What follows belongs to an exercise in optimizing a design on an open flow for small area; a production flow would make more cautious choices.
In this exercise RTL edits were held to simulation tests only and were not proved equivalent to the original.
The clock port is modelled as an ideal driver; clocking choices that lean on that would not hold on a real chip.
No activity file was given, so power comes from the tool's default toggle rates.

## cpu_state_core
module cpu_state_core #(
   parameter logic [31:0] RESET_PC   = 32'h0000_0000,
   parameter logic [31:0] IR_RESET   = 32'h0000_0000,
   parameter int          DMEM_DEPTH = 64
) (
   input  logic        clock,
   input  logic        reset,
   input  logic        is_halt,
   input  logic        is_jal,
   input  logic        is_jalr,
   input  logic        branch_taken,
   input  logic [31:0] branch_target,
   input  logic [31:0] jalr_target,
   input  logic [31:0] imm_j,
   output logic [31:0] program_counter_value,
   input  logic [31:0] instruction_in,
   output logic [31:0] instruction_out,
   input  logic        memory_we,
   input  logic [31:0] address,
   input  logic [31:0] write_data,
   output logic [31:0] read_data
);
Size: ~6500 cells after synthesis, roughly 2100 flip-flops, roughly 300 I/O pins, ~71000 µm² of cells after synthesis.
clock: 15.0 ns
lec_check: 0
cap_margin: 20
core_margin: 2
core_utilization: 60
cts_cluster_diameter: 100
cts_cluster_size: 32
slew_margin: 20
synth_hierarchical: 1
standard.sh (not shown) runs the stock make flow with config.mk's settings and CLKGATE_MAP_FILE= SYNTH_SCRIPT=/design/flow/synth_recipe.tcl, a recipe that flattens the netlist after the stock synthesis.
==> flow/flow/run.sh <==
#!/bin/bash
# Layout flow: the standard flow (standard synthesis unchanged), with
# three changes to how the layout is made:
#  - ports are buffered with the smallest buffer, sky130_fd_sc_hd__buf_1;
#  - clock tree synthesis inserts no dummy loads and routes the clock
#    with double width and spacing (non-default rule);
#  - after clock tree synthesis, flow/downsize.tcl gives logic gates and data
#    buffers a smaller drive strength where slew and timing clearly allow.
# Each step's full output is in orfs/logs/; make's own output is in
# flow_make.log.
set -euo pipefail
here=$(pwd)
export BUFFER_PORTS_ARGS="-buffer_cell sky130_fd_sc_hd__buf_1"
export CTS_ARGS="-sink_clustering_enable -repair_clock_nets -dont_use_dummy_load -sink_clustering_size 32 -sink_clustering_max_diameter 100 -apply_ndr full"
export POST_CTS_TCL="$here/flow/downsize.tcl"
bash standard.sh finish > flow_make.log 2>&1
==> flow/flow/downsize.tcl <==
# Sourced at the end of clock tree synthesis (POST_CTS_TCL): gives logic gates
# and data buffers a smaller drive strength where that is clearly safe.
# Each candidate is swapped to the next smaller strength and kept only if,
# with placement parasitics, the slew at its output and at every pin of its
# output net stays under 0.75 ns (half the library's limit) and the worst
# setup slack stays above 1 ns. Clock cells and flip-flops are left alone.
# Global routing's own repair steps run afterwards as usual.
set_propagated_clock [all_clocks]
estimate_parasitics -placement

proc downsize_ok { inst } {
  foreach pin [get_pins -of_objects $inst -filter "direction==output"] {
    foreach p [get_pins -of_objects [get_nets -of_objects $pin]] {
      if { [get_property $p slew_max] > 0.75 } { return 0 }
    }
  }
  return [expr {[sta::worst_slack_cmd max] > 1e-9}]
}

set saved 0.0
set n 0
set order {16 12 8 6 4 2 1 0}
foreach inst [get_cells *] {
  set ref [get_property $inst ref_name]
  if { ![regexp {^sky130_fd_sc_hd__([a-z0-9]+)_([0-9]+)$} $ref -> base drive] } { continue }
  if { [regexp {^(clkbuf|clkinv|clkdly|dly|df|edf|sdf|sedf|dl|conb|tap|fill|decap|diode|lpflow)} $base] } { continue }
  set i [lsearch $order $drive]
  if { $i < 0 } { continue }
  foreach d [lrange $order [expr {$i + 1}] end] {
    set cand [get_lib_cells -quiet sky130_fd_sc_hd__${base}_$d]
    if { $cand == "" } { continue }
    set a_old [get_property [get_lib_cells $ref] area]
    set a_new [get_property $cand area]
    if { $a_new >= $a_old } { continue }
    replace_cell $inst $cand
    if { [downsize_ok $inst] } {
      set saved [expr {$saved + $a_old - $a_new}]
      incr n
      set ref [get_property $inst ref_name]
    } else {
      replace_cell $inst [get_lib_cells $ref]
      break
    }
  }
}
puts "downsize.tcl: $n swaps, $saved um^2 less"
Next try:
--- a/flow/flow/run.sh
+++ b/flow/flow/run.sh
@@ -5,3 +5,2 @@
-#  - clock tree synthesis inserts no dummy loads and routes the clock
-#    with double width and spacing (non-default rule);
-#  - after clock tree synthesis, flow/downsize.tcl gives logic gates and data
+#  - clock tree synthesis inserts no dummy loads;
+#  - before global routing, flow/downsize.tcl gives logic gates and data
@@ -14,2 +13,2 @@
-export CTS_ARGS="-sink_clustering_enable -repair_clock_nets -dont_use_dummy_load -sink_clustering_size 32 -sink_clustering_max_diameter 100 -apply_ndr full"
-export POST_CTS_TCL="$here/flow/downsize.tcl"
+export CTS_ARGS="-sink_clustering_enable -repair_clock_nets -dont_use_dummy_load -sink_clustering_size 28 -sink_clustering_max_diameter 90"
+export PRE_GLOBAL_ROUTE_TCL="$here/flow/downsize.tcl"
--- a/flow/flow/downsize.tcl
+++ b/flow/flow/downsize.tcl
@@ -1 +1 @@
-# Sourced at the end of clock tree synthesis (POST_CTS_TCL): gives logic gates
+# Sourced before global routing (PRE_GLOBAL_ROUTE_TCL): gives logic gates
--- a/flow/config.mk
+++ b/flow/config.mk
@@ -11,2 +11,2 @@
-export CTS_CLUSTER_DIAMETER = 100
-export CTS_CLUSTER_SIZE = 32
+export CTS_CLUSTER_DIAMETER = 90
+export CTS_CLUSTER_SIZE = 28
- With this change the flow aborted during global routing (5_1_grt)
- area after synthesis does not change
- synthesized cell count does not change
Next try:
--- a/flow/flow/run.sh
+++ b/flow/flow/run.sh
@@ -6 +6 @@
-#  - before global routing, flow/downsize.tcl gives logic gates and data
+#  - after clock tree synthesis, flow/downsize.tcl gives logic gates and data
@@ -14 +14 @@
-export PRE_GLOBAL_ROUTE_TCL="$here/flow/downsize.tcl"
+export POST_CTS_TCL="$here/flow/downsize.tcl"
--- a/flow/flow/downsize.tcl
+++ b/flow/flow/downsize.tcl
@@ -1 +1 @@
-# Sourced before global routing (PRE_GLOBAL_ROUTE_TCL): gives logic gates
+# Sourced at the end of clock tree synthesis (POST_CTS_TCL): gives logic gates
Now the flow completed with no timing, DRC or antenna violations.
Synthesized area does not change.
Synthesized cell count does not change.
Next try:
--- a/flow/flow/run.sh
+++ b/flow/flow/run.sh
@@ -3 +3 @@
-# three changes to how the layout is made:
+# two changes to how the layout is made:
@@ -5,3 +5 @@
-#  - clock tree synthesis inserts no dummy loads;
-#  - after clock tree synthesis, flow/downsize.tcl gives logic gates and data
-#    buffers a smaller drive strength where slew and timing clearly allow.
+#  - clock tree synthesis inserts no dummy loads.
@@ -11 +8,0 @@
-here=$(pwd)
@@ -14 +10,0 @@
-export POST_CTS_TCL="$here/flow/downsize.tcl"
--- a/flow/config.mk
+++ b/flow/config.mk
@@ -10 +10 @@
-export CORE_UTILIZATION = 60
+export CORE_UTILIZATION = 75
removed: flow/flow/downsize.tcl
Outcome: The changed run produced a clean layout; core utilization increases by 16 points; hold slack is about the same; count of clock-buffer cells in the layout does not change; die area shrinks by about a fifth; cell area barely changes; fmax decreases slightly; clock power barely changes.

R:
The RTL this note starts from:
==> flow/design.v <==
module cpu_state_core #(
   parameter logic [31:0] RESET_PC   = 32'h0000_0000,
   parameter logic [31:0] IR_RESET   = 32'h0000_0000,
   parameter int          DMEM_DEPTH = 64
) (
   input  logic        clock,
   input  logic        reset,
   input  logic        is_halt,
   input  logic        is_jal,
   input  logic        is_jalr,
   input  logic        branch_taken,
   input  logic [31:0] branch_target,
   input  logic [31:0] jalr_target,
   input  logic [31:0] imm_j,
   output logic [31:0] program_counter_value,
   input  logic [31:0] instruction_in,
   output logic [31:0] instruction_out,
   input  logic        memory_we,
   input  logic [31:0] address,
   input  logic [31:0] write_data,
   output logic [31:0] read_data
);
   localparam int AW = $clog2(DMEM_DEPTH);
   logic [31:0]   r_pc;
   logic [31:0]   r_ir;
   logic [31:0]   w_pc_next;
   logic [AW-1:0] w_index;
   logic          w_unused_addr;
   logic          r_phase;
   logic [31:0]   r_dmem [DMEM_DEPTH];
   logic [31:0]   w_dmem_next [DMEM_DEPTH];
   logic [31:0]   w_col_n;          
   logic [DMEM_DEPTH-1:0] w_wen;    
   logic [DMEM_DEPTH-1:0] w_sel_n;  
   logic [31:0]   w_rd_raw;
   assign w_index       = address[AW+1:2];
   assign w_unused_addr = ^{address[31:AW+2], address[1:0]};
   localparam int PC_SPLIT = 22;
   logic [31:0]        w_pc_addend;
   logic [31:0]        w_pc_sum;
   logic [PC_SPLIT:0]  w_pc_carry;
   logic [31:PC_SPLIT] w_pc_sum0, w_pc_sum1;
   logic [32:PC_SPLIT] w_pc_carry0, w_pc_carry1;
   logic               w_pc_take_sum;
   always_comb begin
      if (is_halt)
         w_pc_addend = 32'd0;
      else if (is_jal)
         w_pc_addend = imm_j;
      else
         w_pc_addend = 32'd4;
   end
   assign w_pc_carry[0] = 1'b0;
   for (genvar k = 0; k < PC_SPLIT; k++) begin : g_pc_add
      cpu_state_core_full_add u_fa (
         .a(r_pc[k]), .b(w_pc_addend[k]), .ci(w_pc_carry[k]),
         .s(w_pc_sum[k]), .co(w_pc_carry[k+1])
      );
   end
   assign w_pc_carry0[PC_SPLIT] = 1'b0;
   assign w_pc_carry1[PC_SPLIT] = 1'b1;
   for (genvar k = PC_SPLIT; k < 32; k++) begin : g_pc_add_hi
      cpu_state_core_full_add u_fa0 (
         .a(r_pc[k]), .b(w_pc_addend[k]), .ci(w_pc_carry0[k]),
         .s(w_pc_sum0[k]), .co(w_pc_carry0[k+1])
      );
      cpu_state_core_full_add u_fa1 (
         .a(r_pc[k]), .b(w_pc_addend[k]), .ci(w_pc_carry1[k]),
         .s(w_pc_sum1[k]), .co(w_pc_carry1[k+1])
      );
   end
   assign w_pc_sum[31:PC_SPLIT] = w_pc_carry[PC_SPLIT] ? w_pc_sum1 : w_pc_sum0;
   assign w_pc_take_sum = is_halt | is_jal | (~is_jalr & ~branch_taken);
   always_comb begin
      if (w_pc_take_sum)
         w_pc_next = w_pc_sum;
      else if (is_jalr)
         w_pc_next = {jalr_target[31:1], 1'b0};
      else
         w_pc_next = branch_target;
   end
   always_ff @(posedge clock) begin
      if (reset) begin
         r_pc <= RESET_PC;
         r_ir <= IR_RESET;
      end else begin
         r_pc <= w_pc_next;
         r_ir <= instruction_in;
      end
   end
   always_ff @(posedge clock)
      r_phase <= reset | ~r_phase;
   assign w_col_n = ~(write_data ^ {32{r_phase}}) | {32{reset | ~memory_we}};
   cpu_state_core_word_decode #(.AW(AW), .N(DMEM_DEPTH)) u_decode (
      .index(w_index), .we(memory_we), .clear(reset), .sel_n(w_sel_n), .wen(w_wen)
   );
   for (genvar w = 0; w < DMEM_DEPTH; w++) begin : g_word
      cpu_state_core_word_next u_next (
         .q(r_dmem[w]), .wen(w_wen[w]), .sel_n(w_sel_n[w]), .col_n(w_col_n),
         .d(w_dmem_next[w])
      );
   end
   always_ff @(posedge clock) begin
      for (int w = 0; w < DMEM_DEPTH; w++)
         r_dmem[w] <= w_dmem_next[w];
   end
   for (genvar b = 0; b < 32; b++) begin : g_rd
      logic [DMEM_DEPTH-1:0] w_col;
      for (genvar w = 0; w < DMEM_DEPTH; w++) begin : g_w
         assign w_col[w] = r_dmem[w][b];
      end
      cpu_state_core_read_bit #(.N(DMEM_DEPTH)) u_rd (
         .q(w_col), .sel_n(w_sel_n), .d(w_rd_raw[b])
      );
   end
   assign program_counter_value = r_pc;
   assign instruction_out       = r_ir;
   assign read_data             = ~(w_rd_raw ^ {32{r_phase}});
endmodule
module cpu_state_core_word_next (
   input  logic [31:0] q,
   input  logic        wen,
   input  logic        sel_n,
   input  logic [31:0] col_n,
   output logic [31:0] d
);
   assign d = ~((q | {32{wen}}) & (col_n | {32{sel_n}}));
endmodule
module cpu_state_core_read_bit #(
   parameter int N = 64
) (
   input  logic [N-1:0] q,
   input  logic [N-1:0] sel_n,
   output logic         d
);
   localparam int P = (N + 1) / 2;
   logic [2*P-1:0] w_q, w_sel_n;
   logic [P-1:0]   w_pair_n;
   assign w_q     = (2*P)'(q);
   assign w_sel_n = {{(2*P-N){1'b1}}, sel_n};
   for (genvar p = 0; p < P; p++) begin : g_pair
      cpu_state_core_read_pair u_pair (
         .q(w_q[2*p +: 2]), .sel_n(w_sel_n[2*p +: 2]), .d_n(w_pair_n[p])
      );
   end
   assign d = ~|w_pair_n;
endmodule
module cpu_state_core_read_pair (
   input  logic [1:0] q,
   input  logic [1:0] sel_n,
   output logic       d_n
);
   assign d_n = ~((q[0] | sel_n[0]) & (q[1] | sel_n[1]));
endmodule
module cpu_state_core_full_add (
   input  logic a,
   input  logic b,
   input  logic ci,
   output logic s,
   output logic co
);
   assign {co, s} = {1'b0, a} + {1'b0, b} + {1'b0, ci};
endmodule
module cpu_state_core_word_decode #(
   parameter int AW = 6,
   parameter int N  = 64
) (
   input  logic [AW-1:0] index,
   input  logic          we,
   input  logic          clear,
   output logic [N-1:0]  sel_n,
   output logic [N-1:0]  wen
);
   localparam int LW = AW / 2;
   localparam int HW = AW - LW;
   logic [(1<<LW)-1:0] w_lo, w_lo_wen;
   logic [(1<<HW)-1:0] w_hi, w_hi_wen;
   always_comb begin
      for (int i = 0; i < (1 << LW); i++) begin
         w_lo[i]     = index[LW-1:0] == LW'(i);
         w_lo_wen[i] = w_lo[i] | clear;
      end
      for (int i = 0; i < (1 << HW); i++) begin
         w_hi[i]     = index[AW-1:LW] == HW'(i);
         w_hi_wen[i] = (w_hi[i] & we) | clear;
      end
      for (int w = 0; w < N; w++) begin
         sel_n[w] = ~(w_hi[w >> LW] & w_lo[w & ((1 << LW) - 1)]);
         wen[w]   = w_hi_wen[w >> LW] & w_lo_wen[w & ((1 << LW) - 1)];
      end
   end
endmodule
Settings: LEC_CHECK=0, CAP_MARGIN=20, CORE_MARGIN=2, CORE_UTILIZATION=70, CTS_CLUSTER_DIAMETER=90, CTS_CLUSTER_SIZE=28, SLEW_MARGIN=20, SYNTH_HIERARCHICAL=1; clock period 15.0 ns.
==> flow/flow/run.sh <==
#!/bin/bash
# Layout flow: the standard flow (standard synthesis unchanged), with
# two changes to how the layout is made:
#  - ports are buffered with the smallest buffer, sky130_fd_sc_hd__buf_1;
#  - clock tree synthesis inserts no dummy loads.
# Each step's full output is in orfs/logs/; make's own output is in
# flow_make.log.
set -euo pipefail
export BUFFER_PORTS_ARGS="-buffer_cell sky130_fd_sc_hd__buf_1"
export CTS_ARGS="-sink_clustering_enable -repair_clock_nets -dont_use_dummy_load -sink_clustering_size 28 -sink_clustering_max_diameter 90"
bash standard.sh finish > flow_make.log 2>&1
Inputs modified between R and P:
==> flow/flow/run.sh <==
#!/bin/bash
# Layout flow: the standard flow (standard synthesis unchanged), with
# three changes to how the layout is made:
#  - ports are buffered with the smallest buffer, sky130_fd_sc_hd__buf_1;
#  - clock tree synthesis inserts no dummy loads;
#  - after global routing, cells off the critical paths are downsized
#    (ORFS's RECOVER_POWER step, on every path with positive slack).
# Each step's full output is in orfs/logs/; make's own output is in
# flow_make.log.
set -euo pipefail
export BUFFER_PORTS_ARGS="-buffer_cell sky130_fd_sc_hd__buf_1"
export CTS_ARGS="-sink_clustering_enable -repair_clock_nets -dont_use_dummy_load -sink_clustering_size 28 -sink_clustering_max_diameter 90"
export RECOVER_POWER=100
bash standard.sh finish > flow_make.log 2>&1
- In P the implementation completed, yet the final layout does not meet the checks, the culprit being max-capacitance violations, max-slew violations.
- On mean number of vias per cell, P and R are neck and neck.
- Number of gates on the worst path with buffers counted: P vs R down 1
- Comparing register share of the cell area for P and R, the bigger number came from P.
- R leaves more setup margin than P.
- The post-route fraction of the period consumed by the critical path was comparable across P and R.
- The violation count after the first detailed-routing iteration of P is higher than that of R.

## separate check: timing with driven ports
The flow's constraints put no driver on any port. The routed layouts listed below were extracted and timed again, unchanged, in two steps.
Step 1: set_driving_cell puts a clkbuf_16 on clock and a buf_2 on each other input, an assumption about the parent block.
Step 2 also shifts input and output timing later by t, the mid clock arrival at the registers, as if the neighbouring blocks saw the same clock.
Three values: ideal, step 1, step 2; two values: the first two.
run	shift t [ns]	setup WS [ns]	worst setup path at the end
the first run of note 1	0.776	2.446 / 2.504 / 1.728	input to register
the third run of note 1	0.784	2.488 / 2.543 / 1.759	input to register
the fourth run of note 1	0.783	2.399 / 2.451 / 1.668	input to register
R	0.772	2.401 / 2.455 / 1.683	input to register
P	0.770	2.394 / 2.446 / 1.677	input to register
The setup slack of the fourth run of note 1, which loses most, moves by +0.052 ns with the drivers and by -0.731 ns with both steps.
